Context: an optimization exercise on an open-source flow, tuned for small area, a short achievable clock period and few clock cycles per item. The choices shown serve that exercise and are no tape-out recipe.
RTL that was checked went through simulation tests only; none was proved equivalent to the original.

==> inputs of job 3176 <==
Design idct_8x8, start of the top module:
module idct_8x8 #(
    parameter int DATA_W      = 16,
    parameter int COEF_FRAC   = 14,
    parameter int LEVEL_SHIFT = 0
) (
    input  logic              clk,
    input  logic              rst_n,
    input  logic              in_valid,
    output logic              in_ready,
    input  logic [DATA_W-1:0] in_data,
    output logic              out_valid,
    input  logic              out_ready,
    output logic [7:0]        out_data,
    output logic              busy,
    output logic              block_done
);
export LEC_CHECK = 0
export CAP_MARGIN = 20
export CORE_MARGIN = 2
export CORE_UTILIZATION = 40
export SLEW_MARGIN = 20
create_clock -name core_clock -period 12.0 [get_ports {clk}]
standard.sh (not shown) runs the stock make flow with config.mk's settings and CLKGATE_MAP_FILE= SYNTH_SCRIPT=/design/flow/synth_recipe.tcl, a recipe that flattens the netlist after the stock synthesis.
==> flow/flow/run.sh <==
#!/bin/bash
# Standard ORFS layout at the design's clock and constraints; the timing
# repair after CTS and after global routing is asked to keep extra setup
# slack so that the achieved period shrinks. Tool output goes to flow.log.
set -euo pipefail
bash standard.sh SETUP_SLACK_MARGIN=6.5 finish > flow.log 2>&1
==> job 3061: changes against job 3176 <==
==> flow/design.v (replaced) <==
module idct_8x8 #(
    parameter int DATA_W      = 16,
    parameter int COEF_FRAC   = 14,
    parameter int LEVEL_SHIFT = 0
) (
    input  logic              clk,
    input  logic              rst_n,
    input  logic              in_valid,
    output logic              in_ready,
    input  logic [DATA_W-1:0] in_data,
    output logic              out_valid,
    input  logic              out_ready,
    output logic [7:0]        out_data,
    output logic              busy,
    output logic              block_done
);
    function automatic logic [5:0] tr6(input logic [5:0] a);
        tr6 = {a[2:0], a[5:3]};
    endfunction
    function automatic logic [7:0] tr8(input logic [7:0] a);
        tr8 = {a[7:6], a[2:0], a[5:3]};
    endfunction
    logic [15:0] r_fh, r_ft;
    logic        r_fhv, r_ftv;
    logic        w_in_hs, w_f_pop;
    logic [2:0]  r_ru_k;
    assign in_ready = ~r_ftv;
    assign w_in_hs  = in_valid & ~r_ftv;
    always_ff @(posedge clk) begin
        if (w_f_pop ? (r_ftv || w_in_hs) : (w_in_hs && !r_fhv))
            r_fh <= r_ftv ? r_ft : in_data;
        if (w_in_hs && (r_ftv || (r_fhv && !w_f_pop)))
            r_ft <= in_data;
    end
    always_ff @(posedge clk or negedge rst_n) begin
        if (!rst_n) begin
            r_fhv  <= 1'b0;
            r_ftv  <= 1'b0;
            r_ru_k <= 3'd0;
        end else begin
            if (w_f_pop) r_ru_k <= r_ru_k + 3'd1;
            r_fhv <= r_ftv || w_in_hs || (r_fhv && !w_f_pop);
            r_ftv <= (r_ftv && !w_f_pop) || (w_in_hs && ((r_fhv && !w_f_pop) || r_ftv));
        end
    end
    logic         w_ru_done;
    logic [127:0] w_ru_res;
    logic         w_ru_ok7;
    assign w_f_pop = r_fhv && (r_ru_k != 3'd7 || w_ru_ok7);
    idct_mac8 u_ru (
        .clk(clk), .rst_n(rst_n),
        .in_v(w_f_pop), .in_x(r_fh), .in_k(r_ru_k),
        .done(w_ru_done), .res(w_ru_res)
    );
    logic [15:0] sr [8];
    logic [3:0]  sr_cnt;
    logic [7:0]  r_wb, r_rb;
    logic        w_b_wr, w_b_rd;
    logic [7:0]  w_bfill;
    logic [15:0] bmem [64];
    assign w_b_wr   = (sr_cnt != 4'd0);
    assign w_bfill  = r_wb - r_rb + {4'd0, sr_cnt};
    assign w_ru_ok7 = (sr_cnt <= 4'd4) && (w_bfill <= 8'd56);
    always_ff @(posedge clk) begin
        if (w_ru_done) begin
            for (int i = 0; i < 8; i++) sr[i] <= w_ru_res[16*i +: 16];
        end else begin
            for (int i = 0; i < 7; i++) sr[i] <= sr[i+1];
        end
        if (w_b_wr)
            bmem[r_wb[6] ? tr6(r_wb[5:0]) : r_wb[5:0]] <= sr[0];
    end
    always_ff @(posedge clk or negedge rst_n) begin
        if (!rst_n) begin
            sr_cnt <= 4'd0;
            r_wb   <= 8'd0;
        end else begin
            if (w_ru_done) sr_cnt <= 4'd8;
            else if (w_b_wr) sr_cnt <= sr_cnt - 4'd1;
            if (w_b_wr) r_wb <= r_wb + 8'd1;
        end
    end
    logic        r_cv;
    logic [15:0] r_cx;
    logic [2:0]  r_ck;
    logic [7:0]  w_bd;
    logic        w_b_avail;
    logic        w_cu_ok7;
    assign w_bd      = r_wb - tr8(r_rb);
    assign w_b_avail = (w_bd != 8'd0) && !w_bd[7];
    assign w_b_rd    = w_b_avail && (r_rb[2:0] != 3'd7 || w_cu_ok7);
    always_ff @(posedge clk) begin
        r_cx <= bmem[r_rb[6] ? r_rb[5:0] : tr6(r_rb[5:0])];
        r_ck <= r_rb[2:0];
    end
    always_ff @(posedge clk or negedge rst_n) begin
        if (!rst_n) begin
            r_cv <= 1'b0;
            r_rb <= 8'd0;
        end else begin
            r_cv <= w_b_rd;
            if (w_b_rd) r_rb <= r_rb + 8'd1;
        end
    end
    logic         w_cu_done;
    logic [127:0] w_cu_res;
    idct_mac8 #(.PIX(1'b1)) u_cu (
        .clk(clk), .rst_n(rst_n),
        .in_v(r_cv), .in_x(r_cx), .in_k(r_ck),
        .done(w_cu_done), .res(w_cu_res)
    );
    logic [7:0] ps [8];
    logic [3:0] ps_cnt;
    logic [7:0] r_wp, r_rp;
    logic       w_p_wr, w_p_rd;
    logic [7:0] w_pfill;
    logic [7:0] pmem [64];
    assign w_p_wr   = (ps_cnt != 4'd0);
    assign w_pfill  = r_wp - r_rp + {4'd0, ps_cnt};
    assign w_cu_ok7 = (ps_cnt <= 4'd5) && (w_pfill <= 8'd56);
    always_ff @(posedge clk) begin
        if (w_cu_done) begin
            for (int i = 0; i < 8; i++) ps[i] <= w_cu_res[16*i +: 8];
        end else begin
            for (int i = 0; i < 7; i++) ps[i] <= ps[i+1];
        end
        if (w_p_wr)
            pmem[r_wp[6] ? tr6(r_wp[5:0]) : r_wp[5:0]] <= ps[0];
    end
    always_ff @(posedge clk or negedge rst_n) begin
        if (!rst_n) begin
            ps_cnt <= 4'd0;
            r_wp   <= 8'd0;
        end else begin
            if (w_cu_done) ps_cnt <= 4'd8;
            else if (w_p_wr) ps_cnt <= ps_cnt - 4'd1;
            if (w_p_wr) r_wp <= r_wp + 8'd1;
        end
    end
    logic       r_ov, r_olast;
    logic [7:0] r_od;
    logic [7:0] w_pd;
    logic       w_p_avail;
    logic       w_out_hs;
    assign w_pd      = r_wp - tr8(r_rp);
    assign w_p_avail = (w_pd != 8'd0) && !w_pd[7];
    assign w_out_hs  = r_ov && out_ready;
    assign w_p_rd    = w_p_avail && (!r_ov || out_ready);
    always_ff @(posedge clk) begin
        if (w_p_rd)
            r_od <= pmem[r_rp[6] ? r_rp[5:0] : tr6(r_rp[5:0])];
    end
    always_ff @(posedge clk or negedge rst_n) begin
        if (!rst_n) begin
            r_ov    <= 1'b0;
            r_olast <= 1'b0;
            r_rp    <= 8'd0;
        end else begin
            if (w_p_rd) begin
                r_ov    <= 1'b1;
                r_olast <= (r_rp[5:0] == 6'd63);
                r_rp    <= r_rp + 8'd1;
            end else if (out_ready) begin
                r_ov <= 1'b0;
            end
        end
    end
    assign out_valid  = r_ov;
    assign out_data   = r_od;
    assign block_done = w_out_hs && r_olast;
    logic [9:0] r_pend;
    logic [9:0] w_pend_nx;
    logic       r_busy;
    assign w_pend_nx = r_pend + {9'd0, w_in_hs} - {9'd0, w_out_hs};
    always_ff @(posedge clk or negedge rst_n) begin
        if (!rst_n) begin
            r_pend <= 10'd0;
            r_busy <= 1'b0;
        end else begin
            r_pend <= w_pend_nx;
            r_busy <= (w_pend_nx != 10'd0);
        end
    end
    assign busy = r_busy;
endmodule
module idct_mac8 #(
    parameter bit PIX = 1'b0
) (
    input  logic               clk,
    input  logic               rst_n,
    input  logic               in_v,
    input  logic signed [15:0] in_x,
    input  logic [2:0]         in_k,
    output logic               done,
    output logic [127:0]       res
);
    function automatic logic [2:0] route(input logic [2:0] k, input logic [1:0] j);
        case ({k, j})
            5'd0:  route = {1'b0, 2'd0};
            5'd1:  route = {1'b0, 2'd0};
            5'd2:  route = {1'b0, 2'd0};
            5'd3:  route = {1'b0, 2'd0};
            5'd4:  route = {1'b0, 2'd0};
            5'd5:  route = {1'b0, 2'd1};
            5'd6:  route = {1'b0, 2'd2};
            5'd7:  route = {1'b0, 2'd3};
            5'd8:  route = {1'b0, 2'd0};
            5'd9:  route = {1'b0, 2'd1};
            5'd10: route = {1'b1, 2'd1};
            5'd11: route = {1'b1, 2'd0};
            5'd12: route = {1'b0, 2'd1};
            5'd13: route = {1'b1, 2'd3};
            5'd14: route = {1'b1, 2'd0};
            5'd15: route = {1'b1, 2'd2};
            5'd16: route = {1'b0, 2'd0};
            5'd17: route = {1'b1, 2'd0};
            5'd18: route = {1'b1, 2'd0};
            5'd19: route = {1'b0, 2'd0};
            5'd20: route = {1'b0, 2'd2};
            5'd21: route = {1'b1, 2'd0};
            5'd22: route = {1'b0, 2'd3};
            5'd23: route = {1'b0, 2'd1};
            5'd24: route = {1'b0, 2'd1};
            5'd25: route = {1'b1, 2'd0};
            5'd26: route = {1'b0, 2'd0};
            5'd27: route = {1'b1, 2'd1};
            5'd28: route = {1'b0, 2'd3};
            5'd29: route = {1'b1, 2'd2};
            5'd30: route = {1'b0, 2'd1};
            5'd31: route = {1'b1, 2'd0};
            default: route = 3'd0;
        endcase
    endfunction
function automatic logic [15:0] rnd(input logic [31:0] s);
        if (s[31:29] == 3'b000 || s[31:29] == 3'b111)
            rnd = s[29:14];
        else if (s[31])
            rnd = 16'h8000;
        else
            rnd = 16'h7fff;
    endfunction
    function automatic logic [15:0] rpix(input logic [31:0] s);
        if (s[31])
            rpix = 16'd0;
        else if (s[30:29] != 2'b00)
            rpix = 16'd128;
        else
            rpix = {8'd0, s[29:22]};
    endfunction
    logic               r_av;
    logic [2:0]         r_ak;
    logic signed [15:0] r_x;
    logic signed [29:0] xs, ws;
    logic signed [29:0] r_m3, r_m7, r_m455, r_m799;
    assign ws = 30'(in_x);
    always_ff @(posedge clk or negedge rst_n) begin
        if (!rst_n) r_av <= 1'b0;
        else        r_av <= in_v;
    end
    always_ff @(posedge clk) begin
        r_ak   <= in_k;
        r_x    <= in_x;
        r_m3   <= (ws <<< 1) + ws;
        r_m7   <= (ws <<< 3) - ws;
        r_m455 <= (ws <<< 9) - (ws <<< 6) + (ws <<< 3) - ws;
        r_m799 <= (ws <<< 10) - (ws <<< 8) + (ws <<< 5) - ws;
    end
    logic signed [29:0] m8035, m6811, m4551, m1598, m7568, m5793, m3135;
    logic signed [29:0] w_lane [4];
    assign xs    = 30'(r_x);
    assign m4551 = (xs <<< 12) + r_m455;
    assign m6811 = (r_m455 <<< 4) - r_m455 - (r_m7 <<< 1);
    assign m1598 = r_m799 <<< 1;
    assign m8035 = (xs <<< 13) - (xs <<< 7) - (xs <<< 5) + r_m3;
    assign m3135 = (r_m7 <<< 9) - (r_m7 <<< 6) - xs;
    assign m7568 = ((xs <<< 9) - (xs <<< 5) - r_m7) <<< 4;
    assign m5793 = (xs <<< 13) - (r_m799 <<< 1) - r_m799 - (xs <<< 1);
    assign w_lane[0] = r_ak[0] ? m8035 : (r_ak[1] ? m7568 : m5793);
    assign w_lane[1] = r_ak[0] ? m6811 : m3135;
    assign w_lane[2] = m4551;
    assign w_lane[3] = m1598;
    logic               r_first, r_odd, r_last, r_done;
    logic signed [29:0] r_q [4];
    logic [3:0]         r_qn;
    logic [31:0]        w_sum [8];
    logic [31:0]        r_acc [8];
    assign done = r_done;
    always_ff @(posedge clk or negedge rst_n) begin
        if (!rst_n) begin
            r_first <= 1'b0;
            r_last  <= 1'b0;
            r_done  <= 1'b0;
        end else begin
            r_first <= r_av && r_ak == 3'd0;
            r_last  <= r_av && r_ak == 3'd7;
            r_done  <= r_last;
        end
    end
    always_ff @(posedge clk) begin
        r_odd <= r_ak[0];
        for (int j = 0; j < 4; j++) begin
            logic [2:0] rt;
            rt = route(r_ak, 2'(j));
            r_q[j]  <= r_av ? w_lane[rt[1:0]] : 30'sd0;
            r_qn[j] <= r_av && rt[2];
        end
    end
    always_comb begin
        for (int n = 0; n < 8; n++) begin
            logic [31:0] base;
            logic [31:0] p;
            logic        neg;
            base = r_first ? (PIX ? 32'd2105344 : 32'd8192) : r_acc[n];
            p    = 32'(r_q[n < 4 ? n : 7 - n]);
            neg  = r_qn[n < 4 ? n : 7 - n] ^ (n >= 4 && r_odd);
            w_sum[n] = base + (p ^ {32{neg}}) + {31'd0, neg};
            res[16*n +: 16] = PIX ? rpix(r_acc[n]) : rnd(r_acc[n]);
        end
    end
    always_ff @(posedge clk) begin
        for (int n = 0; n < 8; n++) r_acc[n] <= w_sum[n];
    end
endmodule
==> job 9059: changes against job 3176 <==
==> flow/flow/run.sh (replaced) <==
#!/bin/bash
# Standard ORFS layout at the design's clock and constraints; the timing
# repair after CTS and after global routing is asked to keep extra setup
# slack so that the achieved period shrinks. Tool output goes to flow.log.
set -euo pipefail
bash standard.sh SETUP_SLACK_MARGIN=6.8 finish > flow.log 2>&1
- CORE_UTILIZATION: 40 -> 55
==> job 5112: changes against job 3176 <==
--- a/flow/design.v
+++ b/flow/design.v
@@ -185,21 +185,22 @@
             r_rp    <= 8'd0;
         end else begin
             if (w_p_rd) begin
                 r_ov    <= 1'b1;
                 r_olast <= (r_rp[5:0] == 6'd63);
                 r_rp    <= r_rp + 8'd1;
             end else if (out_ready) begin
-                r_ov <= 1'b0;
+                r_ov    <= 1'b0;
+                r_olast <= 1'b0;
             end
         end
     end
     assign out_valid  = r_ov;
     assign out_data   = r_od;
-    assign block_done = w_out_hs && r_olast;
+    assign block_done = out_ready && r_olast;
     logic [9:0] r_pend;
     logic [9:0] w_pend_nx;
     logic       r_busy;
     assign w_pend_nx = r_pend + {9'd0, w_in_hs} - {9'd0, w_out_hs};
     always_ff @(posedge clk or negedge rst_n) begin
         if (!rst_n) begin
             r_pend <= 10'd0;
@@ -283,20 +284,28 @@
     logic signed [18:0] r_m7;
     logic signed [19:0] r_m15;
     logic signed [21:0] r_m63;
     always_ff @(posedge clk or negedge rst_n) begin
         if (!rst_n) r_av <= 1'b0;
         else        r_av <= in_v;
     end
+    logic [18:0] w_m7;
+    logic [19:0] w_m15;
+    logic [21:0] w_m63;
+    logic [21:0] w_xe;
+    assign w_xe = {{6{in_x[15]}}, in_x};
+    idct_bka #(.W(19)) u_m7  (.a({w_xe[15:0], 3'd0}), .b(~w_xe[18:0]), .cin(1'b1), .s(w_m7));
+    idct_bka #(.W(20)) u_m15 (.a({w_xe[15:0], 4'd0}), .b(~w_xe[19:0]), .cin(1'b1), .s(w_m15));
+    idct_bka #(.W(22)) u_m63 (.a({w_xe[15:0], 6'd0}), .b(~w_xe[21:0]), .cin(1'b1), .s(w_m63));
     always_ff @(posedge clk) begin
         r_ak  <= in_k;
         r_x   <= in_x;
-        r_m7  <= (19'(in_x) <<< 3) - 19'(in_x);
-        r_m15 <= (20'(in_x) <<< 4) - 20'(in_x);
-        r_m63 <= (22'(in_x) <<< 6) - 22'(in_x);
+        r_m7  <= w_m7;
+        r_m15 <= w_m15;
+        r_m63 <= w_m63;
     end
     logic signed [28:0] xs, m7, m15, m63;
     logic signed [28:0] a1, a2, a3, b1, b2, b4;
     logic               odd, k2;
     logic signed [28:0] w_lane [4];
     assign xs  = 29'(r_x);
     assign m7  = 29'(r_m7);
@@ -317,15 +326,15 @@
     logic               r_first, r_odd, r_last, r_done;
     logic signed [28:0] r_q [4];
     logic [3:0]         r_qn;
     logic [31:0]        w_sum [8];
     logic [31:0]        w_sa [8], w_sb [8];
     logic               w_sc [8];
     for (genvar n = 0; n < 8; n++) begin : g_add
-        idct_bk32 u_add (.a(w_sa[n]), .b(w_sb[n]), .cin(w_sc[n]), .s(w_sum[n]));
+        idct_bka #(.W(32)) u_add (.a(w_sa[n]), .b(w_sb[n]), .cin(w_sc[n]), .s(w_sum[n]));
     end
     logic [31:0]        r_acc [8];
     assign done = r_done;
     always_ff @(posedge clk or negedge rst_n) begin
         if (!rst_n) begin
             r_first <= 1'b0;
             r_last  <= 1'b0;
@@ -359,33 +368,41 @@
             res[16*n +: 16] = PIX ? rpix(r_acc[n]) : rnd(r_acc[n]);
         end
     end
     always_ff @(posedge clk) begin
         for (int n = 0; n < 8; n++) r_acc[n] <= w_sum[n];
     end
 endmodule
-module idct_bk32 (
-    input  logic [31:0] a,
-    input  logic [31:0] b,
-    input  logic        cin,
-    output logic [31:0] s
+module idct_bka #(
+    parameter int W = 32
+) (
+    input  logic [W-1:0] a,
+    input  logic [W-1:0] b,
+    input  logic         cin,
+    output logic [W-1:0] s
 );
-    logic [31:0] g0, p0;
-    logic [31:0] gg, pp;
+    function automatic int top_span(input int w);
+        top_span = 1;
+        while (2 * top_span < w) top_span = 2 * top_span;
+    endfunction
+    localparam int TOP = top_span(W);    
+    logic [W-1:0] g0, p0;
+    logic [W-1:0] gg, pp;
     assign g0 = a & b;
     assign p0 = a ^ b;
     always_comb begin
-        gg = {g0[31:1], g0[0] | (p0[0] & cin)};
+        gg = g0;
+        gg[0] = g0[0] | (p0[0] & cin);
         pp = p0;
-        for (int l = 1; l < 32; l = l * 2)
-            for (int i = 2 * l - 1; i < 32; i = i + 2 * l) begin
+        for (int l = 1; l < W; l = l * 2)
+            for (int i = 2 * l - 1; i < W; i = i + 2 * l) begin
                 gg[i] = gg[i] | (pp[i] & gg[i-l]);
                 pp[i] = pp[i] & pp[i-l];
             end
-        for (int l = 8; l >= 1; l = l / 2)
-            for (int i = 3 * l - 1; i < 32; i = i + 2 * l) begin
+        for (int l = TOP / 2; l >= 1; l = l / 2)
+            for (int i = 3 * l - 1; i < W; i = i + 2 * l) begin
                 gg[i] = gg[i] | (pp[i] & gg[i-l]);
                 pp[i] = pp[i] & pp[i-l];
             end
     end
-    assign s = p0 ^ {gg[30:0], cin};
+    assign s = p0 ^ {gg[W-2:0], cin};
 endmodule
==> flow/flow/run.sh (replaced) <==
#!/bin/bash
# Standard ORFS layout at the design's clock and constraints; the timing
# repair after CTS and after global routing is asked to keep extra setup
# slack so that the achieved period shrinks. Tool output goes to flow.log.
set -euo pipefail
bash standard.sh SETUP_SLACK_MARGIN=6.8 finish > flow.log 2>&1
- CORE_UTILIZATION: 40 -> 55
- CTS_CLUSTER_DIAMETER: default -> 100
- CTS_CLUSTER_SIZE: default -> 20
==> comparison table <==
Fraction of synthesized cell area in xor and xnor cells: job 3176 6.81%; job 9059 6.81%; job 5112 6.83%; job 3061 7.55%
Max frequency: job 3176 188 MHz; job 9059 193 MHz; job 5112 193 MHz; job 3061 185 MHz
Synthesized instance count: job 3176 12700; job 9059 12700; job 5112 12400; job 3061 15600
Status: job 3176 finished clean; job 9059 finished clean; job 5112 finished clean; job 3061 finished clean
Async set-reset flop share out of synthesis: job 3176 2.65%; job 9059 2.65%; job 5112 2.65%; job 3061 2.37%
Placed inst area: job 3176 0.134 mm²; job 9059 0.132 mm²; job 5112 0.131 mm²; job 3061 0.173 mm²
Number of buffers between clock root and the deepest sink: job 3176 4; job 9059 4; job 5112 3; job 3061 4
Top-count cell post-synth: job 3176 sky130_fd_sc_hd__dfxtp_1; job 9059 sky130_fd_sc_hd__dfxtp_1; job 5112 sky130_fd_sc_hd__dfxtp_1; job 3061 sky130_fd_sc_hd__edfxtp_1
Clock latency of the later-clocked register in the worst-skew pair: job 3176 0.91 ns; job 9059 0.97 ns; job 5112 0.87 ns; job 3061 0.96 ns
Unrepaired setup endpoints after global routing: job 3176 no; job 9059 yes; job 5112 yes; job 3061 yes
Post-layout instance count excluding filler cells: job 3176 17200; job 9059 16100; job 5112 15400; job 3061 21400
Worst hold start: job 3176 bring[45][7]; job 9059 bring[45][12]; job 5112 bring[43][6]; job 3061 r_ck[2]
Vias in the first global route: job 3176 87300; job 9059 92500; job 5112 89700; job 3061 116000
Post-synthesis cell type with the largest combined area: job 3176 sky130_fd_sc_hd__dfxtp_1; job 9059 sky130_fd_sc_hd__dfxtp_1; job 5112 sky130_fd_sc_hd__dfxtp_1; job 3061 sky130_fd_sc_hd__edfxtp_1
Detailed-routed wire length on met2: job 3176 145000 µm; job 9059 167000 µm; job 5112 166000 µm; job 3061 202000 µm
Fill count: job 3176 30400; job 9059 19200; job 5112 19600; job 3061 38900
Cell variety after synth: job 3176 100; job 9059 100; job 5112 97; job 3061 98
Average via count per standard cell: job 3176 5.19; job 9059 5.76; job 5112 5.71; job 3061 5.62
Peak fanout along the critical path: job 3176 62; job 9059 3; job 5112 3; job 3061 3
Area share of the largest cell type after synthesis: job 3176 40.7%; job 9059 40.7%; job 5112 41.1%; job 3061 28.8%
Clock edge transition at the registers on the reported setup and hold paths: job 3176 0.06 ns; job 9059 0.06 ns; job 5112 0.08 ns; job 3061 0.06 ns
Testbench counts of job 3176, summed over its fixed seeds: cycles 5,096, items 64.
Testbench counts of job 9059, summed over its fixed seeds: cycles 5,096, items 64.
Testbench counts of job 5112, summed over its fixed seeds: cycles 5,096, items 64.
Function not checked in job 3061: the RTL went through the layout flow alone.

## port drivers added, routing unchanged
How much do the figures lean on ideal ports? The routed layouts below were timed once more, with nothing changed but the port constraints.
Step 1, drivers: a clkbuf_16 drives clk and a buf_2 each remaining input, both assumed.
Step 2 times the ports against the registers' clock, not the clock port: input delays grow and output delays shrink by t, the midpoint of the rising clock arrivals with the driver on.
Slacks: no drivers / after step 1 / after step 2; pairs: no drivers / after step 1.
run	t, ns	slack for setup (ns)	worst setup path at the end
job 3176	0.963	6.674 / 6.674 / 6.313	input to register
job 3061	1.038	6.592 / 6.564 / 6.043	input to register
job 9059	1.004	6.817 / 6.794 / 6.261	input to register
job 5112	0.917	6.830 / 6.810 / 6.156	input to register
After both steps every run listed still meets setup and hold. The setup slack of job 5112, which loses most, moves by -0.020 ns with the drivers and by -0.674 ns with both steps.
